This is an optimization exercise on Yosys and OpenROAD, whose aim is small area, a short achievable clock period and few clock cycles per item, not a production implementation. At most, simulation tests tie the RTL to the original design; equivalence was not proved. The RTL of run 1 was laid out without a check of its function.

<file path="flow/config.mk">
export PLATFORM = sky130hd
export DESIGN_NAME = tea_cipher_engine
export DESIGN_NICKNAME = tea_cipher_engine
export VERILOG_FILES = /design/flow/design.v
export SDC_FILE = /design/flow/constraint.sdc
export NUM_CORES = 4
export LEC_CHECK = 0
export CAP_MARGIN = 20
export CORE_MARGIN = 2
export CORE_UTILIZATION = 40
export SLEW_MARGIN = 20
</file>
<file path="flow/constraint.sdc">
create_clock -name core_clock -period 12.0 [get_ports {clk}]
set_input_delay 2.4000 -clock core_clock [delete_from_list [all_inputs] [get_ports {clk}]]
set_output_delay 2.4000 -clock core_clock [all_outputs]
set_load 0.01 [all_outputs]
</file>
<file path="flow/design.v">
module tea_cipher_engine #(
  parameter int          ROUNDS     = 32,
  parameter bit          READY_COMB = 1'b1,   
  parameter int          ADDER      = 2,
  parameter logic [31:0] DELTA      = 32'h9E3779B9
) (
  input  logic         clk,
  input  logic         reset,
  input  logic         in_valid,
  output logic         in_ready,
  input  logic         in_mode,
  input  logic [63:0]  in_data,
  input  logic [127:0] in_key,
  output logic         out_valid,
  input  logic         out_ready,
  output logic [63:0]  out_data,
  output logic         out_mode,
  output logic         busy
);
  localparam int HALVES = 2 * ROUNDS;
  localparam int CNT_W  = $clog2(HALVES);
  localparam int SIDX_W = CNT_W - 1;
  localparam logic [CNT_W-1:0] LAST_CNT = CNT_W'(HALVES - 1);
  if (ROUNDS < 2 || (ROUNDS & (ROUNDS - 1)) != 0) begin : g_bad_rounds
    $error("tea_cipher_engine: ROUNDS must be a power of two >= 2");
  end
  logic [31:0]      a_q, b_q;
  logic [127:0]     key_q;       
  logic             mode_q;
  logic             run_q;
  logic             pre_q;       
  logic [CNT_W-1:0] cnt_q;       
  logic             ov_q;
  function automatic logic [31:0] add32(input logic [31:0] a, input logic [31:0] b, input logic cin);
    logic [31:0] p, g, G, P;
    logic [31:0] c;
    if (ADDER == 0) begin
      add32 = a + b + {31'd0, cin};
    end else begin
      p = a ^ b;
      g = a & b;
      g[0] = g[0] | (p[0] & cin);
      G = g; P = p;
      if (ADDER == 1) begin
        for (int d = 1; d < 32; d = d * 2)
          for (int i = 2 * d - 1; i < 32; i = i + 2 * d) begin
            G[i] = G[i] | (P[i] & G[i - d]);
            P[i] = P[i] & P[i - d];
          end
        for (int d = 8; d >= 1; d = d / 2)
          for (int i = 3 * d - 1; i < 32; i = i + 2 * d) begin
            G[i] = G[i] | (P[i] & G[i - d]);
            P[i] = P[i] & P[i - d];
          end
      end else if (ADDER == 2) begin
        for (int d = 1; d < 32; d = d * 2)
          for (int i = 0; i < 32; i++)
            if ((i & d) != 0) begin
              G[i] = G[i] | (P[i] & G[(i & ~(2 * d - 1)) + d - 1]);
              P[i] = P[i] & P[(i & ~(2 * d - 1)) + d - 1];
            end
      end else if (ADDER == 3) begin
        for (int i = 1; i < 32; i++) begin
          G[i] = G[i] | (P[i] & G[i - 1]);
        end
      end else begin
        for (int d = 1; d < 32; d = d * 2) begin
          logic [31:0] G2, P2;
          G2 = G; P2 = P;
          for (int i = 1; i < 32; i = i + 2)
            if (i - d >= 0 && (d == 1 || ((i - d) % 2) == 1)) begin
              G2[i] = G[i] | (P[i] & G[i - d]);
              P2[i] = P[i] & P[i - d];
            end
          G = G2; P = P2;
        end
        for (int i = 2; i < 32; i = i + 2) begin
          G[i] = G[i] | (P[i] & G[i - 1]);
        end
      end
      c = {G[30:0], cin};
      add32 = p ^ c;
    end
  endfunction
  function automatic logic [31:0] tea_mix(
    input logic [31:0] v,
    input logic [31:0] s,
    input logic [31:0] ka,
    input logic [31:0] kb
  );
    tea_mix = add32(v << 4, ka, 1'b0) ^ add32(v, s, 1'b0) ^ add32(v >> 5, kb, 1'b0);
  endfunction
  function automatic logic [31:0] round_sum(input logic [SIDX_W-1:0] idx);
    round_sum = DELTA * (32'(idx) + 32'd1);
  endfunction
  logic [31:0] sum, mix, nb;
  assign sum = round_sum(cnt_q[CNT_W-1:1] ^ {SIDX_W{mode_q}});
  assign mix = tea_mix(b_q, sum, key_q[127:96], key_q[95:64]);
  assign nb  = add32(a_q, mix ^ {32{mode_q}}, mode_q);
  logic step, last, accept;
  assign step   = run_q && !pre_q;
  assign last   = step && (cnt_q == LAST_CNT);
  assign accept = in_valid && in_ready;
  always_ff @(posedge clk) begin
    if (accept) key_q <= in_key;
    else        key_q <= {key_q[63:0], key_q[127:64]};
  end
  always_ff @(posedge clk) begin
    if (accept) begin
      a_q    <= in_data[63:32];
      b_q    <= in_data[31:0];
      mode_q <= in_mode;
    end else if (pre_q) begin
      a_q <= b_q;
      b_q <= a_q;
    end else if (last && mode_q) begin
      a_q <= nb;
    end else if (step) begin
      a_q <= b_q;
      b_q <= nb;
    end
  end
  always_ff @(posedge clk) begin
    if (reset) begin
      run_q <= 1'b0;
      pre_q <= 1'b0;
      cnt_q <= '0;
      ov_q  <= 1'b0;
    end else begin
      if (accept) begin
        run_q <= 1'b1;
        pre_q <= in_mode;
        cnt_q <= '0;
      end else begin
        pre_q <= 1'b0;
        if (step) cnt_q <= cnt_q + 1'b1;
        if (last) run_q <= 1'b0;
      end
      if (last) ov_q <= 1'b1;
      else if (out_ready) ov_q <= 1'b0;
    end
  end
  if (READY_COMB) begin : g_ready_comb
    assign in_ready = !run_q && (!ov_q || out_ready);
  end else begin : g_ready_reg
    assign in_ready = !run_q && !ov_q;
  end
  assign out_valid = ov_q;
  assign busy      = run_q || ov_q;
  assign out_data  = {a_q, b_q};
  assign out_mode  = mode_q;
endmodule
</file>
<file path="flow/flow/run.sh">
#!/bin/bash
# Standard ORFS layout with two changes: no full/half-adder cell extraction before ABC
# (ABC then sees and times the whole datapath), and timing repair aimed at a tighter
# setup margin than the 12 ns clock needs. Each step's full log is under orfs/logs/.
set -euo pipefail
MARGIN=3
bash standard.sh ADDER_MAP_FILE= SETUP_SLACK_MARGIN=$MARGIN finish > make_finish.log 2>&1
</file>
<file path="flow/standard.sh">
#!/bin/bash
# synth_recipe.tcl (not shown) runs the flow's synth.tcl, then flattens the netlist and writes it again
# the make line also repeats each setting of config.mk as NAME=value (left out here)
make -C /OpenROAD-flow-scripts/flow DESIGN_CONFIG=/design/flow/config.mk WORK_HOME=/design/flow/orfs CLKGATE_MAP_FILE= SYNTH_SCRIPT=/design/flow/synth_recipe.tcl "${@:-finish}"
</file>
==> results of run 1 <==
-- layer usage --
layer	wire length, um	global-route usage, %	vias to the layer above	part of all wire, %
li1	-	-	7405	-
met1	25600	36.3	7383	44
met2	27000	45.5	456	47
met3	2770	3.10	104	4.8
met4	2100	9.75	4	3.7
met5	29	0	-	0.050
-- cell usage in the layout, fill, tap and decap left out, drive strengths merged, types with 14 or more instances in the layout --
master,instances
dfxtp,137
a211oi,18
and2,28
nor3,25
clkdlybuf4s50,264
nor2,136
nand3,15
xnor2,276
nand2,501
clkbuf,37
a31oi,37
a21oi,109
buf,25
and3,15
inv,40
mux2i,16
nand2b,24
o22ai,14
edfxtp,65
o21ai,100
nor2b,17
xor2,56
maj3,84
o31ai,16
or2,21
-- sequential cells by signal (all words and copies together) (netlist names) --
name,flops
a_q,32
b_q,32
cnt_q,6
key_q,128
mode_q,1
ov_q,1
pre_q,1
run_q,1
-- cell usage after synthesis, drive strengths merged (5+ instances only) --
cell type  number  area, um2
a311oi          6       52.6
nor3           25        130
o221ai          6       58.8
edfxtp         65       1950
a2111oi         8       76.3
nor4            5       31.3
a22oi           6       45.0
o21ai         100        504
dfxtp         137       2740
nand2         501       1880
nor2b          17        106
xor2           56        490
nand2b         24        150
or2            21        131
mux2i          16        160
nor3b          10       75.1
o31ai          16        120
a211oi         18        145
xnor2         276       2440
a21o            9       67.6
clkbuf         97        364
buf            47        249
nand3          15       75.1
a221oi          8       70.1
xnor3           5        113
or3            11       68.8
o211ai          8       60.1
o22ai          14       87.6
and3           15       93.8
o21a            9       67.6
inv            39        146
and2           28        175
a31oi          37        253
nor2          136        510
a21oi         109        557
maj3           84        868
-- logic make-up (layout without fill, tap and decap cells) --
| family | after synthesis | count (layout) | share of synthesized area [%] |
|---|---|---|---|
| compound gates | 412 | 412 | 17.0 |
| fa+ha+maj | 84 | 84 | 5.45 |
| mux | 17 | 17 | 1.15 |
| buf+inv | 184 | 372 | 4.79 |
| flops | 202 | 202 | 29.5 |
| simple gates | 835 | 835 | 23.0 |
| xor+xnor | 337 | 337 | 19.1 |
-- worst max path at each step --
stage | to | slack [ps] | cells after the start
detailed placement | a_q[30] | 4230 | 23
finish | a_q[30] | 4100 | 23
floorplan | b_q[26] | 5750 | 23
CTS | a_q[30] | 4180 | 23
global placement | a_q[30] | 4350 | 23
global route | a_q[30] | 3500 | 23
-- layout make-up --
type,instances,area share (%)
Timing Repair Buffer,289,14.4
Tap cell,525,3.35
Clock buffer,37,3.77
Clock inverter,6,0.300
Multi-Input combinational cell,1685,53.4
Sequential cell,202,23.9
Inverter,40,0.790
-- through the flow --
stage / cell area (um2) / utilization [%]
floorplan: 15900 / -
global placement: 18800 / 47.6
detailed placement: 18800 / 47.6
CTS: 19600 / 49.6
global route: 19600 / 49.6
finish: 19600 / 49.6
-- worst max-delay path, cell delays in order, from the launching register on --
cell,delay [ps]
dfxtp_1,900
buf_4,490
inv_2,240
a31o_1,260
or4_1,420
a31o_1,230
maj3_1,350
o31a_2,180
a21oi_4,250
a41oi_2,230
a32oi_1,310
a21oi_1,190
a221o_1,380
maj3_2,340
maj3_2,330
maj3_2,330
maj3_1,400
xnor2_1,170
xnor2_1,720
nand2_1,130
nor2_1,130
nor3_1,60
a311o_1,320
a32o_1,240
==> flow_metrics.py, run 1 <==
metrics = {
    "detailed_routing": {
        "via_count": 15400,
        "drcViolationCount": 0,
        "routed_wl_mm": 57.5,
        "via_per_inst": 5.51,
        "ant_nets": 0,
        "first_pass_iters": 5,
        "wire_per_inst_um": 20.6,
        "drt_iter0_markers": 1152,
    },
    "floorplan": {
        "chipWidth_um": 204,
        "design.portCount": 265,
        "dieHeight_um": 204,
        "core_area_um2": 39500,
        "initial_core_util_pct": 40.3,
        "rows": 73,
        "dieArea_um2": 41400,
    },
    "timing": {
        "hold_viol": 0,
        "report.final.slew_viol_count": 0,
        "min_period_ps": 7900,
        "fmax_mhz": 127,
        "hold_ws_ps": 413,
        "relSlewSlack_pct": 34.7,
        "setup_ws_ps": 4100,
        "setup_viol": 0,
        "worst_pin_slew_ps": 979,
        "finClkSkew_ps": 15.4,
        "rsz0062_at_grt": "false",
        "finalCritPeriodShare_pct": 65.8,
        "setup-tns-final_ps": 0,
    },
    "setup_path": {
        "r2r_start": "cnt_q[1]",
        "r2r-end": "a_q[30]",
        "crit_required_ps": 12280,
        "criticalPathCategory": "reg -> reg",
        "worstSetupStartpoint": "cnt_q[1]",
        "r2r_slack_ps": 4100,
        "r2r_cells": 23,
        "cp-start-kind": "flop",
        "cp_max_fo": 35,
        "worstPathArrival_ps": 8180,
        "endpoint_kind": "flop",
    },
    "logic_synthesis": {
        "yosys_warnings": 1,
        "avgSynthCellArea_um2": 7.69,
        "synth_fp_nets": 2268,
        "synth-seq-area-share_pct": 29.5,
        "synth_cell_types": 97,
        "synth-edff-count": 65,
        "synth-seq-cells": 202,
        "netlist_instances": 2071,
        "synth-main-ff-cell": "dfxtp_1",
        "synthArstFlopShare_pct": 0,
        "synth_area_um2": 15900,
    },
    "clock_network": {
        "h-tree-depth": 1,
        "cts.path.max_buffers": 3,
        "cts_tree": "done",
        "ctsHoldBuffers": 0,
        "cts.sinks": 202,
        "cts_setup_buffers": 0,
        "worstSkewPairLatency_ps": 540,
        "clk_pin_slew_ps": 70,
        "root_buffer": "clkbuf_16",
        "cts_buffers": 24,
        "cts_resized": 0,
    },
    "hold_path": {
        "hold_path.class": "reg -> reg",
        "min_to": "key_q[99]",
        "holdCritStartpoint": "key_q[35]",
        "min_path_cells": 2,
    },
    "global_routing": {
        "grt_max_degree": 117,
        "grt_pass1_vias": 14900,
        "grt_pass1_wl_mm": 87.9,
        "grt-ovfl-total": 0,
        "grt_usage_pct": 27.2,
        "antenna_found_initial": 2,
    },
    "placement": {
        "port-buffer-count": 264,
        "dp_hpwl_mm": 43.1,
        "place.gp.congestion": 0.971,
        "pre_cts_ws_ps": 4230,
        "dp.cells": 2741,
    },
    "run_status": {
        "status": "timing/DRC/antenna clean",
    },
    "cells_and_area": {
        "instances_no_fill": 2784,
        "layout.nets": 2439,
        "regArea_um2": 4700,
        "antenna-diode-count": 0,
        "nFillCells": 3921,
        "synthToLayoutAreaGrowth_pct": 23.3,
        "drive_gt1_share_pct": 5.93,
        "multi_input_area_um2": 10500,
    },
    "flow_run": {
        "maxCapViolations": 0,
    },
}
==> run 2: changes to the inputs <==
--- a/flow/design.v
+++ b/flow/design.v
@@ -1,6 +1,6 @@
 module tea_cipher_engine #(
   parameter int          ROUNDS     = 32,
-  parameter bit          READY_COMB = 1'b1,   
+  parameter bit          READY_COMB = 1'b0,   
   parameter int          ADDER      = 2,
   parameter logic [31:0] DELTA      = 32'h9E3779B9
 ) (
@@ -26,6 +26,7 @@
   end
   logic [31:0]      a_q, b_q;
   logic [127:0]     key_q;       
+  logic [31:0]      sum_q;       
   logic             mode_q;
   logic             run_q;
   logic             pre_q;       
@@ -93,29 +94,37 @@
   function automatic logic [31:0] round_sum(input logic [SIDX_W-1:0] idx);
     round_sum = DELTA * (32'(idx) + 32'd1);
   endfunction
-  logic [31:0] sum, mix, nb;
-  assign sum = round_sum(cnt_q[CNT_W-1:1] ^ {SIDX_W{mode_q}});
-  assign mix = tea_mix(b_q, sum, key_q[127:96], key_q[95:64]);
+  logic [31:0] mix, nb;
+  assign mix = tea_mix(b_q, sum_q, key_q[127:96], key_q[95:64]);
   assign nb  = add32(a_q, mix ^ {32{mode_q}}, mode_q);
   logic step, last, accept;
   assign step   = run_q && !pre_q;
   assign last   = step && (cnt_q == LAST_CNT);
   assign accept = in_valid && in_ready;
+  logic [CNT_W-1:0] cnt_next;
+  assign cnt_next = cnt_q + 1'b1;
   always_ff @(posedge clk) begin
-    if (accept) key_q <= in_key;
-    else        key_q <= {key_q[63:0], key_q[127:64]};
+    if (!run_q) begin
+      key_q <= in_key;
+      sum_q <= in_mode ? round_sum('1) : round_sum('0);
+    end else begin
+      key_q <= {key_q[63:0], key_q[127:64]};
+      sum_q <= round_sum(cnt_next[CNT_W-1:1] ^ {SIDX_W{mode_q}});
+    end
   end
   always_ff @(posedge clk) begin
-    if (accept) begin
-      a_q    <= in_data[63:32];
-      b_q    <= in_data[31:0];
-      mode_q <= in_mode;
+    if (!run_q) begin
+      if (in_ready) begin
+        a_q    <= in_data[63:32];
+        b_q    <= in_data[31:0];
+        mode_q <= in_mode;
+      end
     end else if (pre_q) begin
       a_q <= b_q;
       b_q <= a_q;
     end else if (last && mode_q) begin
       a_q <= nb;
-    end else if (step) begin
+    end else begin
       a_q <= b_q;
       b_q <= nb;
     end
@@ -133,7 +142,7 @@
         cnt_q <= '0;
       end else begin
         pre_q <= 1'b0;
-        if (step) cnt_q <= cnt_q + 1'b1;
+        if (step) cnt_q <= cnt_next;
         if (last) run_q <= 1'b0;
       end
       if (last) ov_q <= 1'b1;
==> flow/flow/run.sh (replaced) <==
#!/bin/bash
# Standard ORFS layout with three changes:
# - synthesis is synth_recipe.tcl with ABC run on flow/map.abc (delay-targeted mapping),
# - no full/half-adder cell extraction before ABC, so ABC sees the whole datapath,
# - timing repair aims at a setup margin of 8 ns, well past what the 12 ns clock needs.
# The make output goes to make_finish.log; each step's full log is under orfs/logs/.
set -euo pipefail
W=$(pwd)
export MY_ABC_SCRIPT=$W/flow/map.abc
export MY_ABC_D=3000
bash standard.sh SYNTH_SCRIPT=$W/flow/synth.tcl ADDER_MAP_FILE= SETUP_SLACK_MARGIN=8 finish > $W/make_finish.log 2>&1
==> flow/flow/map.abc (new file) <==
strash
dch
map -D 3000
topo
buffer -c
upsize -c
dnsize -c
==> flow/flow/synth.tcl (new file) <==
proc synth {args} { yosys synth -nofsm -noshare {*}$args }
# ABC with yosys's own delay-driven script (no -script) and the delay target MY_ABC_D ps.
proc abc {args} {
  set out {}
  set skip 0
  foreach a $args {
    if {$skip} { set skip 0; continue }
    if {$a eq "-script" || $a eq "-D"} { set skip 1; continue }
    lappend out $a
  }
  if {[info exists ::env(MY_ABC_SCRIPT)] && $::env(MY_ABC_SCRIPT) ne ""} { lappend out -script $::env(MY_ABC_SCRIPT) }
  lappend out -D $::env(MY_ABC_D)
  puts "abc override: $out"
  yosys abc {*}$out
}
source $::env(SCRIPTS_DIR)/synth.tcl
# left out here: clear keep_hierarchy, flatten, clean up, hide names made inside functions, write 1_2_yosys.v
==> flow_metrics.py, run 2 <==
metrics = {
    "detailed_routing": {
        "drcViolationCount": 0,
        "wl_met2_mm": 27.2,
        "via_per_inst": 5.06,
        "wl_met3_mm": 3.65,
        "via_count": 17100,
        "drt_iter0_markers": 1294,
        "routed_wl_mm": 61.4,
        "drt-met1-wl_mm": 28.7,
        "top_layer": "met4",
        "ant_nets": 0,
        "wire_per_inst_um": 18.2,
        "first_pass_iters": 5,
    },
    "logic_synthesis": {
        "yosys_warnings": 1,
        "synthArstFlopShare_pct": 0,
        "avgSynthCellArea_um2": 6.65,
        "synth_fp_nets": 2615,
        "synth-seq-area-share_pct": 33.2,
        "synth-edff-count": 65,
        "yosys.area.top_type": "dfxtp_1",
        "synth_cell_types": 74,
        "synth-main-ff-cell": "dfxtp_1",
        "synth_common_cells": "nand2_1, nor2_1, inv_1",
        "netlist_instances": 2418,
        "yosys.area.top_type_share_pct": 21.0,
        "yosys-top-cells-area": "dfxtp_1, nand2_1, edfxtp_1",
        "synth_area_um2": 16100,
        "yosysMostFrequentCell": "nand2_1",
        "synth-seq-cells": 234,
    },
    "clock_network": {
        "root_buffer": "clkbuf_16",
        "cts_tree": "done",
        "cts.path.max_buffers": 3,
        "h-tree-depth": 1,
        "cts.sinks": 234,
        "worstSkewPairLatency_ps": 580,
        "cts_buffers": 28,
        "clk_pin_slew_ps": 70,
    },
    "floorplan": {
        "dieHeight_um": 205,
        "design.portCount": 265,
        "dieArea_um2": 41800,
        "initial_core_util_pct": 40.5,
        "core_area_um2": 39700,
        "chipWidth_um": 205,
        "rows": 73,
    },
    "setup_path": {
        "crit_path_top_delay_cell": "edfxtp_1",
        "cp_max_fo": 12,
        "worstPathCellList": "xor2_2 -> nand2_1 -> o21ai_2 -> nand2_2 -> o21ai_4 -> o21bai_4 -> nor3_4 -> nor2_4 -> inv_1 -> a21oi_2 -> xor2_1 -> xnor2_1 -> nor2_1 -> o21bai_2 -> a311o_1 -> a21oi_4 -> o21ai_4 -> buf_12 -> nand3_1 -> o211ai_1 -> o21ai_1 -> nand3_1 -> a22o_1",
        "worstPathArrival_ps": 4860,
        "cpPeakStageDelay_ps": 530,
        "endpoint_kind": "flop",
        "crit_family": "compound AO/OA/AOI/OAI gates",
        "crit_required_ps": 12320,
        "criticalPathCategory": "reg -> reg",
        "crit_cells": 23,
        "crit_buf_inv": 2,
        "cp-start-kind": "flop",
        "r2r_cells": 23,
    },
    "cells_and_area": {
        "instances_no_fill": 3376,
        "post-route-util_pct": 57.5,
        "antenna-diode-count": 0,
        "drive_gt1_share_pct": 17.8,
        "synthToLayoutAreaGrowth_pct": 42.0,
        "post-route-cell-area_um2": 22800,
        "final_cell_mix": "nand2_1, nor2_1, inv_1, clkdlybuf4s50_1, a21oi_1",
        "regMostFlops": "key_q",
        "nFillCells": 3873,
        "largest_reg_flops": 128,
        "mostFrequentLayoutCell": "nand2_1",
        "layout.nets": 3026,
    },
    "placement": {
        "pre_cts_ws_ps": 6790,
        "dp.cells": 3146,
        "port-buffer-count": 264,
        "place.gp.congestion": 0.924,
        "post_dp_cell_area_um2": 19200,
        "dp_hpwl_mm": 43.0,
    },
    "timing": {
        "finalCritPeriodShare_pct": 37.8,
        "setup_ws_ps": 7460,
        "hold_viol": 0,
        "worst_pin_slew_ps": 1070,
        "relSlewSlack_pct": 28.7,
        "setup-tns-final_ps": 0,
        "setup_viol": 0,
        "report.final.slew_viol_count": 0,
        "rsz0062_at_grt": "true",
        "hold_ws_ps": 422,
        "fmax_mhz": 220,
        "min_period_ps": 4540,
        "finClkSkew_ps": 22.3,
    },
    "global_routing": {
        "grt_usage_pct": 28.6,
        "grt_pass1_vias": 16300,
        "grt-ovfl-total": 0,
        "grt_max_degree": 101,
        "grt_pass1_wl_mm": 91.4,
        "antenna_found_initial": 0,
    },
    "run_status": {
        "status": "timing/DRC/antenna clean",
    },
    "hold_path": {
        "min_path_cells": 2,
        "hold_path.class": "reg -> reg",
    },
    "flow_run": {
        "maxCapViolations": 0,
    },
}
==> run 2: path summary, 6_finish.rpt <==
path	startpoint	to	slack, ps
worst max register to register	b_q[6]	a_q[26]	7460
worst min-delay path	key_q[8]	key_q[72]	420
worst max-delay path	b_q[6]	a_q[26]	7460
worst min register to register	key_q[8]	key_q[72]	420
==> run 2: logic make-up (layout without fill, tap and decap cells) <==
| kind of cell | count (synthesis) | after routing | synth area share (%) |
|---|---|---|---|
| buffers and inverters | 321 | 753 | 7.66 |
| adders and majority gates | 4 | 4 | 0.257 |
| and+or+nand+nor | 1206 | 1207 | 30.3 |
| DFF | 234 | 234 | 33.2 |
| AOI/OAI and AO/OA | 408 | 408 | 15.2 |
| xor gates and xnor gates | 245 | 245 | 13.4 |
==> run 2: cell type report <==
class,instances,area (um2),area share (%)
Clock buffer,39,846,3.71
Multi-Input combinational cell,1864,10600,46.6
Sequential cell,234,5340,23.4
Clock inverter,13,133,0.581
Inverter,250,957,4.19
Tap cell,525,657,2.88
Timing Repair Buffer,451,4260,18.7
==> run 2: timing repair <==
item,in CTS,in global routing
gates cloned,4,0
setup buffers,127,47
pin swaps,69,84
hold buffers,0,0
resized for setup,222,141
setup endpoints to repair,129,86
hold endpoints to repair,0,0
==> run 2: worst reg2reg max path: stages (launching register included) <==
cell	delay, ps
edfxtp_1	530
xor2_2	210
nand2_1	90
o21ai_2	60
nand2_2	70
o21ai_4	80
o21bai_4	190
nor3_4	60
nor2_4	190
inv_1	110
a21oi_2	140
xor2_1	370
xnor2_1	150
nor2_1	310
o21bai_2	160
a311o_1	420
a21oi_4	190
o21ai_4	110
buf_12	180
nand3_1	130
o211ai_1	110
o21ai_1	130
nand3_1	120
a22o_1	190
==> run 2: layer usage <==
layer / vias to the layer above / GRT usage, %
met5: - / 0
met2: 519 / 45.8
met4: 0 / 8.05
met3: 101 / 3.66
li1: 8520 / -
met1: 7956 / 40.2
Testbench counts of run 2, summed over its fixed seeds: cycles 85,105, items 1,280.
==> run 3: changes to the inputs <==
==> flow/flow/run.sh (replaced) <==
#!/bin/bash
# Standard ORFS layout with three changes:
# - synthesis is synth_recipe.tcl with ABC run on flow/map.abc (delay-targeted mapping),
# - no full/half-adder cell extraction before ABC, so ABC sees the whole datapath,
# - timing repair aims at a setup margin of 7 ns, well past what the 12 ns clock needs.
# The make output goes to make_finish.log; each step's full log is under orfs/logs/.
set -euo pipefail
W=$(pwd)
export MY_ABC_SCRIPT=$W/flow/map.abc
export MY_ABC_D=3000
bash standard.sh SYNTH_SCRIPT=$W/flow/synth.tcl ADDER_MAP_FILE= SETUP_SLACK_MARGIN=7 finish > $W/make_finish.log 2>&1
==> flow_metrics.py, run 3 <==
metrics = {
    "detailed_routing": {
        "wire_per_inst_um": 17.7,
        "first_pass_iters": 5,
        "routed_wl_mm": 57.0,
        "drcViolationCount": 0,
        "drt_iter0_markers": 1204,
        "via_count": 16200,
        "ant_nets": 0,
        "via_per_inst": 5.03,
    },
    "setup_path": {
        "crit_family": "buffers and inverters",
        "r2r_slack_ps": 7280,
        "cp_max_fo": 61,
        "r2r-end": "a_q[29]",
        "cp-start-kind": "flop",
        "criticalPathCategory": "reg -> out",
        "crit_buf_inv": 3,
        "worstSetupStartpoint": "run_q",
        "crit_required_ps": 9600,
        "crit_path_top_delay_cell": "dfxtp_4",
        "endpoint_kind": "output pin",
        "cpPeakStageDelay_ps": 600,
        "r2r_cells": 25,
        "worstPathArrival_ps": 2400,
        "r2r_start": "b_q[6]",
        "worstPathCellList": "buf_6 -> nor2_1 -> inv_1 -> clkdlybuf4s50_1",
    },
    "cells_and_area": {
        "regMostFlops": "key_q",
        "largest_reg_flops": 128,
        "mostFrequentLayoutCell": "nand2_1",
        "antenna-diode-count": 0,
        "instances_no_fill": 3224,
        "layout.nets": 2874,
        "drive_gt1_share_pct": 6.45,
        "synthToLayoutAreaGrowth_pct": 27.6,
        "final_cell_mix": "nand2_1, nor2_1, clkdlybuf4s50_1, inv_1, a21oi_1",
        "post-route-util_pct": 51.7,
    },
    "logic_synthesis": {
        "avgSynthCellArea_um2": 6.65,
        "synth_fa_ha_area_share_pct": 0.257,
        "synthMuxAreaShare_pct": 0,
        "synth_fp_nets": 2615,
        "synth_cell_types": 74,
        "synth-seq-cells": 234,
        "synth-xor-area-share_pct": 13.4,
        "synthArstFlopShare_pct": 0,
        "yosys_warnings": 1,
        "yosys.area.top_type_share_pct": 21.0,
        "yosys.area.top_type": "dfxtp_1",
        "synth_area_um2": 16100,
        "synth_common_cells": "nand2_1, nor2_1, inv_1",
        "synth-simple-area-share_pct": 30.3,
        "yosysMostFrequentCell": "nand2_1",
        "synth-seq-area-share_pct": 33.2,
        "synth-main-ff-cell": "dfxtp_1",
        "synth-edff-count": 65,
        "yosys-top-cells-area": "dfxtp_1, nand2_1, edfxtp_1",
        "synth-compound-area-share_pct": 15.2,
        "netlist_instances": 2418,
        "synth_top_family_by_area": "simple AND/OR/NAND/NOR gates",
    },
    "timing": {
        "worst_pin_slew_ps": 1040,
        "report.final.slew_viol_count": 0,
        "setup-tns-final_ps": 0,
        "min_period_ps": 4800,
        "rsz0062_at_grt": "false",
        "hold_viol": 0,
        "fmax_mhz": 208,
        "finClkSkew_ps": 21.2,
        "finalCritPeriodShare_pct": 40.0,
        "setup_viol": 0,
        "relSlewSlack_pct": 30.4,
    },
    "clock_network": {
        "clk_pin_slew_ps": 60,
        "worstSkewPairLatency_ps": 580,
        "cts.path.max_buffers": 3,
        "ctsHoldBuffers": 0,
        "root_buffer": "clkbuf_16",
        "cts_buffers": 28,
        "cts.sinks": 234,
        "cts_tree": "done",
        "h-tree-depth": 1,
    },
    "placement": {
        "dp_hpwl_mm": 43.0,
        "dp.cells": 3146,
        "port-buffer-count": 264,
        "place.gp.congestion": 0.924,
    },
    "flow_run": {
        "maxCapViolations": 0,
    },
    "hold_path": {
        "hold_path.class": "reg -> reg",
        "min_to": "key_q[91]",
        "holdCritStartpoint": "key_q[27]",
        "min_path_cells": 2,
    },
    "global_routing": {
        "grt_max_degree": 101,
        "grt_pass1_wl_mm": 86.0,
        "antenna_found_initial": 1,
        "grt_usage_pct": 26.7,
        "grt_pass1_vias": 15300,
        "grt-ovfl-total": 0,
    },
    "floorplan": {
        "core_area_um2": 39700,
        "design.portCount": 265,
        "chipWidth_um": 205,
        "dieHeight_um": 205,
        "rows": 73,
        "initial_core_util_pct": 40.5,
        "dieArea_um2": 41800,
    },
    "run_status": {
        "status": "timing/DRC/antenna clean",
    },
}
[run 3: cell types whose count changed in the layout (fill, tap and decap cells not counted), sizes merged]
cell,change
nor2,-1
clkbuf,-3
buf,-151
inv,+2
clkinv,-2
clkdlybuf4s15,-5
dlymetal6s2s,-4
clkdlybuf4s50,+43
bufbuf,-3
dlygate4sd2,-28
[run 3: cells by family after synthesis]
family | count (synthesis)
AO/OA/AOI/OAI | 408
flip-flops | 234
XOR/XNOR | 245
buffers and inverters | 321
adder cells (fa/ha/maj) | 4
AND/OR/NAND/NOR | 1206
[run 3: timing repair]
item | 4_1_cts | 5_1_grt
hold endpoints to repair | 0 | 0
endpoints found under the setup margin | 22 | 40
setup buffers | 0 | 26
resized for setup | 5 | 21
pin swaps | 0 | 8
[run 3: routing by layer]
metal	wire length [um]	part of all wire [%]	vias up	GRT usage, %
met1	27200	48	7459	38.2
met3	3450	6.1	60	3.39
met4	1240	2.2	0	5.59
met5	0	0	-	0
met2	25100	44	510	43.1
li1	-	-	8200	-
[run 3: how the worst max path moves through the flow]
stage	end	slack, ps	depth (start not counted)
after floorplan	a_q[27]	8010	23
after global placement	b_q[22]	6860	21
after detailed placement	a_q[22]	6790	21
after CTS	a_q[22]	7000	21
after global routing	a_q[29]	7000	23
final	busy	7200	4
[run 3: layout make-up]
class	instances	area, um2
fill	4024	19200
multi-input combinational	1863	9640
sequential	234	5340
timing repair buffer	300	2960
inverter	250	947
clock buffer	39	846
tap	525	657
clock inverter	13	133
[run 3: worst reg2reg max path: stages, from the launching register on]
cell	delay, ps
edfxtp_1	360
buf_4	190
inv_2	80
nor2_1	50
or2_1	270
or2_2	320
nor2_2	150
nand3_1	140
nand3_1	170
nand2_1	150
nand2_2	140
inv_1	40
o21ai_0	180
xor2_1	350
xnor2_1	210
xnor2_1	160
xor2_1	210
nand2_1	110
and2_1	200
nand3_1	80
nand2_1	160
o21ai_1	220
nand3_1	100
nand2_1	100
nand3_1	90
a22o_1	230
[run 3: stage by stage]
stage	hold WS [ps]	setup slack, ps	cell area (um2)
2_1_floorplan	403	8010	16100
3_3_place_gp	407	6860	19200
3_5_place_dp	408	6790	19200
4_1_cts	422	7000	20200
5_1_grt	437	7000	20500
6_report	423	7200	20500
==> run 4: changes to the inputs <==
==> flow/flow/run.sh (replaced) <==
#!/bin/bash
# Standard ORFS layout with these changes:
# - synthesis is synth_recipe.tcl with ABC run on flow/map.abc (delay-targeted mapping),
# - no full/half-adder cell extraction before ABC, so ABC sees the whole datapath,
# - ports are buffered with the smallest buffer, buf_1,
# - timing repair aims at a setup margin of 7 ns, well past what the 12 ns clock needs.
# The make output goes to make_finish.log; each step's full log is under orfs/logs/.
set -euo pipefail
W=$(pwd)
export MY_ABC_SCRIPT=$W/flow/map.abc
export MY_ABC_D=3000
bash standard.sh SYNTH_SCRIPT=$W/flow/synth.tcl ADDER_MAP_FILE= SETUP_SLACK_MARGIN=7 \
  "BUFFER_PORTS_ARGS=-buffer_cell sky130_fd_sc_hd__buf_1" finish > $W/make_finish.log 2>&1
--- a/flow/config.mk
+++ b/flow/config.mk
@@ -7,5 +7,5 @@
 export LEC_CHECK = 0
 export CAP_MARGIN = 20
 export CORE_MARGIN = 2
-export CORE_UTILIZATION = 40
+export CORE_UTILIZATION = 70
 export SLEW_MARGIN = 20
==> flow_metrics.py, run 4 <==
metrics = {
    "run_status": {
        "status": "timing/DRC/antenna clean",
    },
    "floorplan": {
        "dieHeight_um": 156,
        "rows": 55,
        "core_area_um2": 22600,
        "initial_core_util_pct": 71.2,
        "dieArea_um2": 24200,
        "design.portCount": 265,
        "chipWidth_um": 156,
    },
    "global_routing": {
        "grt_pass1_wl_mm": 80.6,
        "antenna_found_initial": 0,
        "grt_max_degree": 122,
        "grt_pass1_vias": 16400,
        "grt_usage_pct": 41.7,
        "grt-ovfl-total": 0,
    },
    "timing": {
        "setup_viol": 0,
        "finClkSkew_ps": 9.15,
        "relSlewSlack_pct": 20.4,
        "setup-tns-final_ps": 0,
        "worst_pin_slew_ps": 1190,
        "hold_ws_ps": 429,
        "hold_viol": 0,
        "report.final.slew_viol_count": 0,
        "rsz0062_at_grt": "false",
        "finalCritPeriodShare_pct": 40.6,
        "fmax_mhz": 205,
        "min_period_ps": 4870,
    },
    "logic_synthesis": {
        "synthArstFlopShare_pct": 0,
        "synth-main-ff-cell": "dfxtp_1",
        "synth-seq-cells": 234,
        "yosys.area.top_type_share_pct": 21.0,
        "synth-edff-count": 65,
        "synth_cell_types": 74,
        "avgSynthCellArea_um2": 6.65,
        "synth_common_cells": "nand2_1, nor2_1, inv_1",
        "synth-seq-area-share_pct": 33.2,
        "synth_fp_nets": 2615,
        "netlist_instances": 2418,
        "yosys-top-cells-area": "dfxtp_1, nand2_1, edfxtp_1",
        "yosysMostFrequentCell": "nand2_1",
        "yosys_warnings": 1,
        "yosys.area.top_type": "dfxtp_1",
        "synth_area_um2": 16100,
    },
    "setup_path": {
        "criticalPathCategory": "reg -> reg",
        "cp-start-kind": "flop",
        "cp_max_fo": 8,
        "worstPathArrival_ps": 5160,
        "endpoint_kind": "flop",
        "crit_required_ps": 12290,
    },
    "cells_and_area": {
        "instances_no_fill": 2966,
        "layout.nets": 2860,
        "largest_reg_flops": 128,
        "final_cell_mix": "nand2_1, nor2_1, buf_1, inv_1, a21oi_1",
        "post-route-cell-area_um2": 18300,
        "regArea_um2": 5340,
        "mostFrequentLayoutCell": "nand2_1",
        "synthToLayoutAreaGrowth_pct": 13.9,
        "multi_input_area_um2": 9590,
        "drive_gt1_share_pct": 5.59,
        "nFillCells": 1529,
        "antenna-diode-count": 0,
        "regMostFlops": "key_q",
    },
    "flow_run": {
        "maxCapViolations": 0,
    },
    "placement": {
        "post_dp_cell_area_um2": 17200,
        "port-buffer-count": 264,
        "dp_hpwl_mm": 37.1,
        "place.gp.congestion": 1.01,
        "dp.cells": 2905,
    },
    "detailed_routing": {
        "via_per_inst": 5.90,
        "wire_per_inst_um": 18.1,
        "via_count": 17500,
        "first_pass_iters": 8,
        "drcViolationCount": 0,
        "drt_iter0_markers": 2046,
        "ant_nets": 0,
        "routed_wl_mm": 53.7,
    },
    "clock_network": {
        "worstSkewPairLatency_ps": 540,
        "ctsHoldBuffers": 0,
        "clk_pin_slew_ps": 70,
        "root_buffer": "clkbuf_16",
        "cts_buffers": 25,
        "cts.sinks": 234,
        "cts.path.max_buffers": 3,
        "h-tree-depth": 1,
        "cts_tree": "done",
    },
    "hold_path": {
        "hold_path.class": "reg -> reg",
    },
}
==> run 4: cell counts after synthesis <==
No cell type changed its count.
==> run 4: routing by layer <==
metal	global-route usage [%]	vias to the layer above	wire, um	part of all wire (%)
li1	-	8168	-	-
met1	53.1	7849	19900	37
met2	69.8	1208	24600	46
met3	6.25	270	6330	12
met4	19.9	0	2850	5.3
met5	0	-	0	0
==> run 4: worst paths after layout <==
| path | start | end | slack (ps) | cells past startpoint |
|---|---|---|---|---|
| setup / recovery | b_q[6] | b_q[26] | 7130 | 24 |
| setup reg to reg | b_q[6] | b_q[26] | 7130 | 24 |
| hold reg to reg | key_q[29] | key_q[93] | 430 | 2 |
| hold / removal | key_q[29] | key_q[93] | 430 | 2 |
==> run 4: cells by family (layout without fill, tap and decap cells) <==
group	after synthesis	after routing	share of synthesized area [%]
buffers and inverters	321	584	7.66
xor gates and xnor gates	245	245	13.4
adders and majority gates	4	4	0.257
and+or+nand+nor	1206	1206	30.3
DFF	234	234	33.2
AOI/OAI and AO/OA	408	408	15.2
==> run 4: per-stage QoR <==
stage | util [%] | setup WS, ps
after floorplan | - | 8010
after global placement | 76.4 | 7270
after detailed placement | 76.4 | 6980
after CTS | 80.3 | 7090
after global routing | 81.1 | 6920
final | 81.1 | 7130
==> run 4: cell type report <==
type,instances,area share (%)
Clock buffer,31,3.88
Clock inverter,14,0.957
Inverter,250,5.15
Multi-Input combinational cell,1863,52.4
Sequential cell,234,29.2
Tap cell,285,1.95
Timing Repair Buffer,289,6.51
==> run 4: repair_timing <==
item,CTS,global route
setup endpoints to repair,3,28
resized for setup,1,11
setup buffers,0,16
pin swaps,0,3
==> run 4: critical path: stages (launching register included) <==
cell and delay, ps:
edfxtp_1 510, buf_4 200, xor2_2 150, nand2_1 100, o21ai_2 90, nand2_2 70
o21ai_2 90, o21bai_4 200, nor3_2 60, nor2_2 280, inv_1 130, a21oi_1 230
xor2_2 300, xnor2_1 150, and2_1 200, o21bai_1 210, a311o_1 410, a21oi_2 260
o21ai_4 140, buf_4 200, nand3_1 110, o211ai_1 100, o21ai_1 110, nand3_1 100
a22o_1 230
==> run 5: changes to the inputs <==
--- a/flow/config.mk
+++ b/flow/config.mk
@@ -7,5 +7,5 @@
 export LEC_CHECK = 0
 export CAP_MARGIN = 20
 export CORE_MARGIN = 2
-export CORE_UTILIZATION = 70
+export CORE_UTILIZATION = 62
 export SLEW_MARGIN = 20
==> flow_metrics.py, run 5 <==
metrics = {
    "clock_network": {
        "clk_pin_slew_ps": 60,
        "cts.path.max_buffers": 3,
        "cts_buffers": 26,
        "h-tree-depth": 1,
        "worstSkewPairLatency_ps": 550,
        "ctsHoldBuffers": 0,
        "cts_tree": "done",
        "cts.sinks": 234,
        "root_buffer": "clkbuf_16",
    },
    "logic_synthesis": {
        "yosys.area.top_type_share_pct": 21.0,
        "netlist_instances": 2418,
        "synth-seq-cells": 234,
        "synth-seq-area-share_pct": 33.2,
        "synth_fp_nets": 2615,
        "yosys-top-cells-area": "dfxtp_1, nand2_1, edfxtp_1",
        "synth-main-ff-cell": "dfxtp_1",
        "synthArstFlopShare_pct": 0,
        "yosys_warnings": 1,
        "synth-edff-count": 65,
        "synth_cell_types": 74,
        "yosys.area.top_type": "dfxtp_1",
        "synth_area_um2": 16100,
        "synth_common_cells": "nand2_1, nor2_1, inv_1",
        "yosysMostFrequentCell": "nand2_1",
        "avgSynthCellArea_um2": 6.65,
    },
    "setup_path": {
        "cp-start-kind": "flop",
        "cp_max_fo": 11,
        "endpoint_kind": "flop",
        "criticalPathCategory": "reg -> reg",
        "crit_required_ps": 12300,
        "worstPathArrival_ps": 5020,
    },
    "detailed_routing": {
        "wire_per_inst_um": 16.5,
        "via_per_inst": 5.52,
        "ant_nets": 0,
        "routed_wl_mm": 49.6,
        "via_count": 16600,
        "drcViolationCount": 0,
        "drt_iter0_markers": 1572,
        "first_pass_iters": 9,
    },
    "floorplan": {
        "core_area_um2": 25300,
        "chipWidth_um": 165,
        "rows": 58,
        "dieArea_um2": 27200,
        "dieHeight_um": 165,
        "initial_core_util_pct": 63.5,
        "design.portCount": 265,
    },
    "cells_and_area": {
        "post-route-cell-area_um2": 18300,
        "layout.nets": 2854,
        "regMostFlops": "key_q",
        "synthToLayoutAreaGrowth_pct": 14.0,
        "antenna-diode-count": 0,
        "mostFrequentLayoutCell": "nand2_1",
        "drive_gt1_share_pct": 5.38,
        "largest_reg_flops": 128,
        "nFillCells": 2153,
        "post-route-util_pct": 72.4,
        "final_cell_mix": "nand2_1, nor2_1, buf_1, inv_1, a21oi_1",
    },
    "run_status": {
        "status": "timing/DRC/antenna clean",
    },
    "timing": {
        "relSlewSlack_pct": 24.0,
        "setup_ws_ps": 7290,
        "min_period_ps": 4710,
        "report.final.slew_viol_count": 0,
        "finClkSkew_ps": 11.0,
        "fmax_mhz": 212,
        "finalCritPeriodShare_pct": 39.3,
        "hold_viol": 0,
        "hold_ws_ps": 421,
        "worst_pin_slew_ps": 1140,
        "rsz0062_at_grt": "true",
        "setup_viol": 0,
        "setup-tns-final_ps": 0,
    },
    "placement": {
        "post_dp_cell_area_um2": 17300,
        "place.gp.congestion": 1.00,
        "port-buffer-count": 264,
        "pre_cts_ws_ps": 7100,
        "dp_hpwl_mm": 36.8,
    },
    "flow_run": {
        "maxCapViolations": 0,
    },
    "global_routing": {
        "antenna_found_initial": 1,
        "grt_usage_pct": 35.1,
        "grt_max_degree": 131,
        "grt_pass1_wl_mm": 75.3,
        "grt-ovfl-total": 0,
        "grt_pass1_vias": 15200,
    },
    "hold_path": {
        "hold_path.class": "reg -> reg",
    },
}
==> run 5: cell count changes in the layout (fill, tap and decap cells not counted), moves of 2 or more <==
cell,before,now
buf_4,24,17
bufinv_16,3,1
clkbuf_16,27,31
clkbuf_1,2,6
clkinv_2,2,5
clkinv_4,6,1
==> run 5: final timing paths <==
check             from        end  slack, ps  cells after the start
max reg2reg     b_q[2]    b_q[22]       7290                     19
max             b_q[2]    b_q[22]       7290                     19
min reg2reg  key_q[19]  key_q[83]        420                      2
min          key_q[19]  key_q[83]        420                      2
==> run 5: repair_timing <==
action,in CTS,in global routing
setup endpoints to repair,0,34
gates resized for setup,0,14
buffers inserted,0,10
==> run 5: kinds of logic (layout without fill, tap and decap cells) <==
group                    count (synthesis)  count (layout)  share of synthesized area [%]
XOR/XNOR                               245             245                           13.4
AND/OR/NAND/NOR                       1206            1206                           30.3
buffers and inverters                  321             580                           7.66
flip-flops                             234             234                           33.2
AO/OA/AOI/OAI                          408             408                           15.2
adder cells (fa/ha/maj)                  4               4                          0.257
==> run 5: worst max-delay path, stage by stage, from the launching register on <==
cell      delay [ps]
edfxtp_1         540
xor2_1           350
nand2_2          120
a31oi_4          210
a31o_1           200
xor2_1           200
xor2_1           200
xor2_1           220
xor2_1           280
nor2_1           100
nor2_1           190
nand2_1           90
o221ai_2         360
a21oi_2          180
o21ai_4          390
nand2_1          220
o21ai_1          190
or2_1            140
nand3_1           60
a22o_1           220
==> run 5: cell type report <==
class | count | area (um2) | area share, %
clock inverter | 10 | 85.1 | 0.464
inverter | 250 | 947 | 5.17
sequential | 234 | 5340 | 29.1
timing repair buffer | 282 | 1130 | 6.16
clock buffer | 38 | 812 | 4.43
multi-input combinational | 1863 | 9600 | 52.4
tap | 330 | 413 | 2.25
==> run 5: stage by stage <==
step / instances
finish: 3007
global route: 3007
CTS: 2997
detailed placement: 2949
global placement: 2949
floorplan: 2418
==> run 5: metal layers <==
metal / share of wire [%] / wire, um / GRT usage, % / up-vias
li1: - / - / - / 8173
met1: 42 / 20900 / 47.0 / 7463
met2: 45 / 22300 / 58.3 / 810
met3: 8.8 / 4380 / 4.02 / 144
met4: 4.1 / 2030 / 13.6 / 2
met5: 0.026 / 13 / 0 / -
==> run 6: changes to the inputs <==
--- a/flow/config.mk
+++ b/flow/config.mk
@@ -7,5 +7,5 @@
 export LEC_CHECK = 0
 export CAP_MARGIN = 20
 export CORE_MARGIN = 2
-export CORE_UTILIZATION = 62
+export CORE_UTILIZATION = 40
 export SLEW_MARGIN = 20
==> flow_metrics.py, run 6 <==
metrics = {
    "clock_network": {
        "cts.path.max_buffers": 3,
        "ctsHoldBuffers": 0,
        "cts_buffers": 29,
        "worstSkewPairLatency_ps": 580,
        "clk_pin_slew_ps": 70,
        "h-tree-depth": 1,
        "cts_tree": "done",
        "root_buffer": "clkbuf_16",
        "cts.sinks": 234,
    },
    "timing": {
        "finClkSkew_ps": 21.7,
        "finalCritPeriodShare_pct": 39.4,
        "report.final.slew_viol_count": 0,
        "hold_viol": 0,
        "setup-tns-final_ps": 0,
        "rsz0062_at_grt": "true",
        "relSlewSlack_pct": 29.1,
        "fmax_mhz": 211,
        "worst_pin_slew_ps": 1060,
        "min_period_ps": 4730,
        "setup_viol": 0,
    },
    "placement": {
        "dp_hpwl_mm": 41.2,
        "post_dp_cell_area_um2": 17500,
        "place.gp.congestion": 0.925,
        "port-buffer-count": 264,
    },
    "setup_path": {
        "worstPathArrival_ps": 5050,
        "endpoint_kind": "flop",
        "cp_max_fo": 10,
        "r2r_cells": 23,
        "criticalPathCategory": "reg -> reg",
        "crit_path_top_delay_cell": "edfxtp_1",
        "cpPeakStageDelay_ps": 500,
        "cp-start-kind": "flop",
        "r2r_start": "b_q[6]",
        "r2r_slack_ps": 7270,
        "worstPathCellList": "xor2_2 -> nand2_1 -> o21ai_2 -> nand2_2 -> o21ai_2 -> o21bai_4 -> nor3_2 -> nor2_2 -> o31ai_4 -> nand2_1 -> nand2_1 -> nand3_1 -> nand2_1 -> xor2_1 -> xor2_1 -> nor2_1 -> nor2_2 -> inv_1 -> o31ai_4 -> nor2_4 -> o2111ai_1 -> nand3_1 -> a22o_1",
        "r2r-end": "a_q[25]",
        "crit_path_frequent_cell": "nand2_1",
        "crit_required_ps": 12320,
    },
    "floorplan": {
        "design.portCount": 265,
        "initial_core_util_pct": 40.5,
        "rows": 73,
        "dieHeight_um": 205,
        "chipWidth_um": 205,
        "core_area_um2": 39700,
        "dieArea_um2": 41800,
    },
    "global_routing": {
        "grt-ovfl-total": 0,
        "grt_pass1_vias": 15100,
        "grt_pass1_wl_mm": 83.6,
        "grt_max_degree": 142,
        "grt_usage_pct": 25.6,
        "antenna_found_initial": 1,
    },
    "detailed_routing": {
        "via_per_inst": 5.00,
        "via_count": 16100,
        "drt_iter0_markers": 1283,
        "drcViolationCount": 0,
        "first_pass_iters": 5,
        "routed_wl_mm": 55.1,
        "wire_per_inst_um": 17.1,
        "ant_nets": 0,
    },
    "logic_synthesis": {
        "synth-edff-count": 65,
        "yosys.area.top_type": "dfxtp_1",
        "synth-seq-area-share_pct": 33.2,
        "avgSynthCellArea_um2": 6.65,
        "yosys.area.top_type_share_pct": 21.0,
        "synth-main-ff-cell": "dfxtp_1",
        "yosysMostFrequentCell": "nand2_1",
        "synthArstFlopShare_pct": 0,
        "synth_common_cells": "nand2_1, nor2_1, inv_1",
        "yosys-top-cells-area": "dfxtp_1, nand2_1, edfxtp_1",
        "synth_fp_nets": 2615,
        "synth-seq-cells": 234,
        "synth_cell_types": 74,
        "yosys_warnings": 1,
        "synth_area_um2": 16100,
        "netlist_instances": 2418,
    },
    "run_status": {
        "status": "timing/DRC/antenna clean",
    },
    "cells_and_area": {
        "nFillCells": 4174,
        "antenna-diode-count": 0,
        "layout.nets": 2867,
        "post-route-cell-area_um2": 18800,
        "synthToLayoutAreaGrowth_pct": 17.0,
        "final_cell_mix": "nand2_1, nor2_1, buf_1, inv_1, a21oi_1",
        "largest_reg_flops": 128,
        "regMostFlops": "key_q",
        "mostFrequentLayoutCell": "nand2_1",
        "drive_gt1_share_pct": 6.50,
        "post-route-util_pct": 47.4,
    },
    "hold_path": {
        "min_to": "key_q[126]",
        "holdCritStartpoint": "key_q[62]",
        "min_path_cells": 2,
        "hold_path.class": "reg -> reg",
    },
    "flow_run": {
        "maxCapViolations": 0,
    },
}
run 6: cell count changes in the layout (fill, tap and decap cells not counted), moves of 3 or more:
cell / before / now
xor2_1: 180 / 174
xor2_2: 4 / 10
buf_4: 17 / 26
clkbuf_8: 1 / 4
run 6: repair_timing:
action / in CTS / in global routing
resized for setup: 1 / 33
buffers inserted: 0 / 19
pin swaps: 0 / 5
endpoints found under the setup margin: 7 / 43
run 6: worst max-delay path by stage:
stage,from,end,slack (ps)
after global placement,b_q[6],b_q[22],7020
after floorplan,b_q[6],a_q[27],8010
final,b_q[6],a_q[25],7270
after global routing,b_q[7],b_q[30],6970
after CTS,b_q[7],b_q[26],7040
after detailed placement,b_q[6],b_q[22],6880
run 6: cell type report:
cell class	instances	area, um2	area share, %
repair buffers	292	1220	6.47
flip-flops and latches	234	5340	28.4
well taps	525	657	3.49
clock inverters	10	63.8	0.339
multi-input cells	1863	9710	51.6
clock buffers	44	886	4.71
inverters	250	943	5.01
run 6: cell families after synthesis:
family                     count (synthesis)  share of synthesized area, %
buffers and inverters                    321                          7.66
xor gates and xnor gates                 245                          13.4
DFF                                      234                          33.2
AOI/OAI and AO/OA                        408                          15.2
and+or+nand+nor                         1206                          30.3
adders and majority gates                  4                         0.257
run 6: per-layer routing:
| layer | track usage [%] | vias up | part of all wire, % |
|---|---|---|---|
| met5 | 0 | - | 0 |
| li1 | - | 8199 | - |
| met4 | 4.89 | 0 | 1.3 |
| met2 | 42.2 | 417 | 46 |
| met3 | 3.20 | 52 | 5.9 |
| met1 | 36.2 | 7431 | 47 |
run 6: worst max-delay path: cells and delay by family, from the launching register on:
| family | cells | cell delay, ps |
|---|---|---|
| flip-flops | 1 | 500 |
| AND/OR/NAND/NOR | 12 | 1440 |
| buffers and inverters | 1 | 120 |
| AO/OA/AOI/OAI | 7 | 1700 |
| XOR/XNOR | 3 | 720 |
run 6: through the flow:
stage / hold WS, ps / instances / setup WS [ps]
final: 418 / 3218 / 7270
after global routing: 437 / 3218 / 6970
after CTS: 419 / 3199 / 7040
after detailed placement: 411 / 3145 / 6880
after global placement: 405 / 3145 / 7020
after floorplan: 403 / 2418 / 8010
==> run 7: changes to the inputs <==
--- a/flow/config.mk
+++ b/flow/config.mk
@@ -7,5 +7,6 @@
 export LEC_CHECK = 0
 export CAP_MARGIN = 20
 export CORE_MARGIN = 2
-export CORE_UTILIZATION = 40
+export CORE_UTILIZATION = 55
+export CTS_BUF_LIST = sky130_fd_sc_hd__clkbuf_4 sky130_fd_sc_hd__clkbuf_8
 export SLEW_MARGIN = 20
==> flow_metrics.py, run 7 <==
metrics = {
    "global_routing": {
        "grt-ovfl-total": 0,
        "grt_pass1_wl_mm": 77.1,
        "grt_pass1_vias": 15000,
        "grt_max_degree": 126,
        "antenna_found_initial": 0,
        "grt_usage_pct": 31.8,
    },
    "logic_synthesis": {
        "synth_common_cells": "nand2_1, nor2_1, inv_1",
        "synth_area_um2": 16100,
        "yosys.area.top_type_share_pct": 21.0,
        "yosys-top-cells-area": "dfxtp_1, nand2_1, edfxtp_1",
        "synth-main-ff-cell": "dfxtp_1",
        "synth-seq-cells": 234,
        "netlist_instances": 2418,
        "synth-seq-area-share_pct": 33.2,
        "synthArstFlopShare_pct": 0,
        "synth_fp_nets": 2615,
        "yosys.area.top_type": "dfxtp_1",
        "synth_cell_types": 74,
        "avgSynthCellArea_um2": 6.65,
        "synth-edff-count": 65,
        "yosys_warnings": 1,
        "yosysMostFrequentCell": "nand2_1",
    },
    "setup_path": {
        "r2r-end": "b_q[26]",
        "cp_max_fo": 10,
        "crit_family": "simple AND/OR/NAND/NOR gates",
        "worstPathArrival_ps": 5060,
        "crit_cells": 23,
        "crit_required_ps": 12300,
        "r2r_cells": 23,
        "cp-start-kind": "flop",
        "crit_path_top_delay_cell": "edfxtp_1",
        "endpoint_kind": "flop",
        "worstPathCellList": "inv_2 -> nor2_1 -> or2_1 -> or2_2 -> nor2_1 -> nand3_1 -> and3_4 -> o21ai_2 -> o21ai_0 -> nand2_1 -> xnor2_1 -> xor2_1 -> xor2_2 -> xor2_1 -> nand2_1 -> nand2_1 -> nor2_1 -> nand3_2 -> nor2_4 -> nor2_4 -> o2111ai_1 -> nand3_1 -> a22o_1",
        "crit_buf_inv": 1,
        "criticalPathCategory": "reg -> reg",
        "worstSetupStartpoint": "b_q[6]",
        "r2r_start": "b_q[6]",
        "cpPeakStageDelay_ps": 530,
        "r2r_slack_ps": 7240,
        "cp-endpoint": "b_q[26]",
    },
    "floorplan": {
        "dieHeight_um": 175,
        "rows": 62,
        "core_area_um2": 28800,
        "chipWidth_um": 175,
        "initial_core_util_pct": 55.9,
        "dieArea_um2": 30600,
        "design.portCount": 265,
    },
    "cells_and_area": {
        "nFillCells": 2811,
        "regMostFlops": "key_q",
        "synthToLayoutAreaGrowth_pct": 14.1,
        "regArea_um2": 5340,
        "antenna-diode-count": 0,
        "mostFrequentLayoutCell": "nand2_1",
        "largest_reg_flops": 128,
        "drive_gt1_share_pct": 6.37,
        "post-route-util_pct": 63.8,
        "multi_input_area_um2": 9590,
        "final_cell_mix": "nand2_1, nor2_1, buf_1, inv_1, a21oi_1",
        "layout.nets": 2867,
    },
    "clock_network": {
        "cts_tree": "done",
        "worstSkewPairLatency_ps": 570,
        "cts.sinks": 234,
        "root_buffer": "clkbuf_8",
        "cts_buffers": 42,
        "h-tree-depth": 2,
        "cts.path.max_buffers": 3,
        "clk_pin_slew_ps": 60,
    },
    "timing": {
        "setup-tns-final_ps": 0,
        "relSlewSlack_pct": 28.7,
        "report.final.slew_viol_count": 0,
        "worst_pin_slew_ps": 1070,
        "fmax_mhz": 210,
        "hold_viol": 0,
        "setup_viol": 0,
        "min_period_ps": 4760,
        "finClkSkew_ps": 27.3,
        "finalCritPeriodShare_pct": 39.7,
        "setup_ws_ps": 7240,
        "rsz0062_at_grt": "false",
    },
    "hold_path": {
        "min_path_cells": 2,
        "hold_path.class": "reg -> reg",
    },
    "flow_run": {
        "maxCapViolations": 0,
    },
    "run_status": {
        "status": "timing/DRC/antenna clean",
    },
    "detailed_routing": {
        "routed_wl_mm": 49.8,
        "first_pass_iters": 5,
        "drcViolationCount": 0,
        "ant_nets": 0,
        "drt_iter0_markers": 1165,
        "via_count": 16200,
        "via_per_inst": 5.25,
        "wire_per_inst_um": 16.1,
    },
    "placement": {
        "dp_hpwl_mm": 37.5,
        "port-buffer-count": 264,
        "place.gp.congestion": 0.987,
        "pre_cts_ws_ps": 7120,
    },
}
-- run 7: cell type report --
cell class / count / area share [%]
multi-input cells: 1863 / 52.2
repair buffers: 279 / 6.01
flip-flops and latches: 234 / 29.1
clock inverters: 11 / 0.477
inverters: 250 / 5.16
clock buffers: 65 / 4.40
well taps: 384 / 2.62
-- run 7: worst min-delay path by stage --
stage                             to      start
final                     key_q[107]  key_q[43]
after global routing       key_q[72]   key_q[8]
after CTS                 key_q[107]  key_q[43]
after detailed placement   key_q[77]  key_q[13]
after global placement     key_q[92]  key_q[28]
after floorplan           key_q[100]  key_q[36]
-- run 7: cells by family (layout without fill, tap and decap cells) --
kind of cell               after synthesis  count (layout)  synth area share [%]
xor gates and xnor gates               245             245                  13.4
and+or+nand+nor                       1206            1206                  30.3
buffers and inverters                  321             605                  7.66
AOI/OAI and AO/OA                      408             408                  15.2
adders and majority gates                4               4                 0.257
DFF                                    234             234                  33.2
-- run 7: per-stage QoR --
stage	instances	hold WS, ps	cell area [um2]
after detailed placement	3003	412	17300
after global routing	3086	436	18400
final	3086	424	18400
after global placement	3003	404	17300
after CTS	3079	426	18200
after floorplan	2418	403	16100
-- run 7: worst register-to-register path, cell delays in order (launching register included) --
cell and delay (ps):
edfxtp_1 530, inv_2 120, nor2_1 80, or2_1 280, or2_2 310, nor2_1 180
nand3_1 150, and3_4 200, o21ai_2 190, o21ai_0 140, nand2_1 110, xnor2_1 130
xor2_1 240, xor2_2 270, xor2_1 100, nand2_1 100, nand2_1 90, nor2_1 220
nand3_2 170, nor2_4 200, nor2_4 90, o2111ai_1 270, nand3_1 120, a22o_1 230
-- run 7: routing by layer --
metal	vias to the layer above	GRT usage, %	wire (um)
met2	575	50.5	21900
met5	-	0	0
met3	114	4.37	3790
met4	0	12.4	1730
met1	7321	43.9	22400
li1	8204	-	-
-- run 7: what timing repair did --
item,in CTS,in global routing
setup buffers,0,7
setup endpoints to repair,0,33
resized for setup,0,10
hold buffers,0,0
==> run 8: changes to the inputs <==
--- a/flow/config.mk
+++ b/flow/config.mk
@@ -8,5 +8,6 @@
 export CAP_MARGIN = 20
 export CORE_MARGIN = 2
 export CORE_UTILIZATION = 55
-export CTS_BUF_LIST = sky130_fd_sc_hd__clkbuf_4 sky130_fd_sc_hd__clkbuf_8
+export CTS_CLUSTER_DIAMETER = 60
+export CTS_CLUSTER_SIZE = 20
 export SLEW_MARGIN = 20
==> flow_metrics.py, run 8 <==
metrics = {
    "run_status": {
        "status": "timing/DRC/antenna clean",
    },
    "setup_path": {
        "r2r_slack_ps": 7240,
        "cp_max_fo": 7,
        "worstPathCellList": "inv_1 -> nor2_1 -> or2_1 -> or2_2 -> nor2_1 -> nand3_1 -> and3_4 -> o21ai_2 -> a31oi_1 -> xor2_1 -> xor2_1 -> xnor2_1 -> xor2_1 -> nand2_1 -> nand2_2 -> inv_2 -> nand3_1 -> nor2_4 -> o211ai_1 -> nand3_1 -> nand2_1 -> nand3_1 -> a22o_1",
        "worstPathArrival_ps": 5040,
        "cp-start-kind": "flop",
        "crit_family": "simple AND/OR/NAND/NOR gates",
        "r2r_start": "b_q[7]",
        "r2r-end": "a_q[31]",
        "crit_path_top_delay_cell": "edfxtp_1",
        "endpoint_kind": "flop",
        "r2r_cells": 23,
    },
    "timing": {
        "relSlewSlack_pct": 29.2,
        "rsz0062_at_grt": "true",
        "setup-tns-final_ps": 0,
        "hold_viol": 0,
        "finalCritPeriodShare_pct": 39.7,
        "report.final.slew_viol_count": 0,
        "min_period_ps": 4760,
        "fmax_mhz": 210,
    },
    "clock_network": {
        "cts.sinks": 234,
        "ctsHoldBuffers": 0,
        "cts.path.max_buffers": 3,
        "root_buffer": "clkbuf_16",
        "cts_buffers": 23,
        "worstSkewPairLatency_ps": 550,
        "cts_tree": "done",
    },
    "floorplan": {
        "rows": 62,
        "dieArea_um2": 30600,
        "initial_core_util_pct": 55.9,
        "core_area_um2": 28800,
    },
    "logic_synthesis": {
        "yosys.area.top_type": "dfxtp_1",
        "synth_cell_types": 74,
        "netlist_instances": 2418,
        "avgSynthCellArea_um2": 6.65,
        "yosys-top-cells-area": "dfxtp_1, nand2_1, edfxtp_1",
        "synth-seq-area-share_pct": 33.2,
        "yosysMostFrequentCell": "nand2_1",
        "synth-seq-cells": 234,
        "synth_common_cells": "nand2_1, nor2_1, inv_1",
        "synth_area_um2": 16100,
        "synth-main-ff-cell": "dfxtp_1",
        "synth_fp_nets": 2615,
    },
    "global_routing": {
        "grt_pass1_vias": 14800,
        "grt_pass1_wl_mm": 76.6,
        "grt_max_degree": 126,
        "grt-ovfl-total": 0,
    },
    "cells_and_area": {
        "mostFrequentLayoutCell": "nand2_1",
        "drive_gt1_share_pct": 5.17,
        "antenna-diode-count": 0,
        "nFillCells": 2818,
        "instances_no_fill": 3052,
        "synthToLayoutAreaGrowth_pct": 13.5,
        "layout.nets": 2848,
        "post-route-util_pct": 63.4,
    },
    "placement": {
        "port-buffer-count": 264,
        "place.gp.congestion": 0.987,
        "dp.cells": 3003,
    },
    "detailed_routing": {
        "first_pass_iters": 5,
        "routed_wl_mm": 49.5,
        "drcViolationCount": 0,
        "via_per_inst": 5.28,
        "wire_per_inst_um": 16.2,
    },
    "hold_path": {
        "min_path_cells": 2,
    },
    "flow_run": {
        "maxCapViolations": 0,
    },
}
## run 8: changes by cell type in the layout (fill, tap and decap cells not counted), sizes merged
| cell | change |
|---|---|
| clkinvlp | -2 |
| inv | +11 |
| clkinv | -3 |
| clkbuf | -40 |
## run 8: worst max path at each step
stage / start / to / slack [ps] / depth (start not counted)
floorplan: b_q[6] / a_q[27] / 8010 / 23
CTS: b_q[6] / b_q[22] / 7120 / 24
global placement: b_q[0] / b_q[22] / 7280 / 20
global route: b_q[6] / b_q[27] / 6960 / 22
finish: b_q[7] / a_q[31] / 7240 / 23
detailed placement: b_q[6] / b_q[22] / 7120 / 24
## run 8: metal layers
layer / global-route usage (%) / routed length [um] / part of all wire, % / up-vias
li1: - / - / - / 8165
met1: 44.2 / 22100 / 45 / 7274
met2: 50.7 / 21900 / 44 / 588
met4: 9.65 / 1530 / 3.1 / 0
met3: 3.66 / 3930 / 7.9 / 88
met5: 0 / 0 / 0 / -
## run 8: repair_timing
action | CTS | global route
endpoints found under the setup margin | 0 | 33
resized for setup | 0 | 9
buffers inserted | 0 | 7
## run 8: per-stage QoR
step	area, um2	hold slack (ps)	setup slack (ps)
finish	18300	416	7240
global route	18300	438	6960
CTS	18200	419	7120
detailed placement	17300	412	7120
global placement	17300	404	7280
floorplan	16100	403	8010
## run 8: cell families after synthesis
kind of cell | after synthesis | synth area share [%]
xor gates and xnor gates | 245 | 13.4
and+or+nand+nor | 1206 | 30.3
adders and majority gates | 4 | 0.257
DFF | 234 | 33.2
buffers and inverters | 321 | 7.66
AOI/OAI and AO/OA | 408 | 15.2
## run 8: cell type report
class	count	area [um2]	area share (%)
flip-flops and latches	234	5340	29.2
inverters	250	947	5.19
clock inverters	17	199	1.09
well taps	384	480	2.63
clock buffers	25	614	3.37
multi-input cells	1863	9570	52.4
repair buffers	279	1100	6.04
## run 8: worst min-delay path, delay by kind of cell, from the launching register on
family / cells / cell delay [ps]
flops: 1 / 310
simple gates: 2 / 100

==> static timing again, ports no longer ideal <==
Ports are ideal in the flow. The routed layouts listed here were re-timed in OpenROAD. Step 1 sets driving cells, clkbuf_16 on the clock port and buf_2 on the other inputs (assumed; they add their load-dependent delay and slew). Step 2 times the ports against the registers' clock, not the clock port: input delays grow and output delays shrink by t, the midpoint of the rising clock arrivals with the driver on. Slacks: ideal / step 1 / step 2; pairs: ideal / step 1.
run	t, ns	slack for setup (ns)	worst setup path at the end	worst register clock-pin slew, ns
run 1	0.592	4.105 / 4.105 / 4.105	register to register	0.07 / 0.07
run 2	0.626	7.463 / 7.463 / 7.463	register to register	0.07 / 0.07
run 3	0.625	7.201 / 7.145 / 7.282	register to register	0.07 / 0.07
run 4	0.581	7.132 / 7.132 / 7.132	register to register	0.07 / 0.07
run 5	0.594	7.285 / 7.285 / 7.285	register to register	0.07 / 0.07
run 6	0.623	7.270 / 7.270 / 7.270	register to register	0.07 / 0.07
run 7	0.607	7.241 / 7.241 / 7.241	register to register	0.07 / 0.07
run 8	0.583	7.239 / 7.239 / 7.239	register to register	0.08 / 0.08
After both steps every run listed still meets setup and hold.
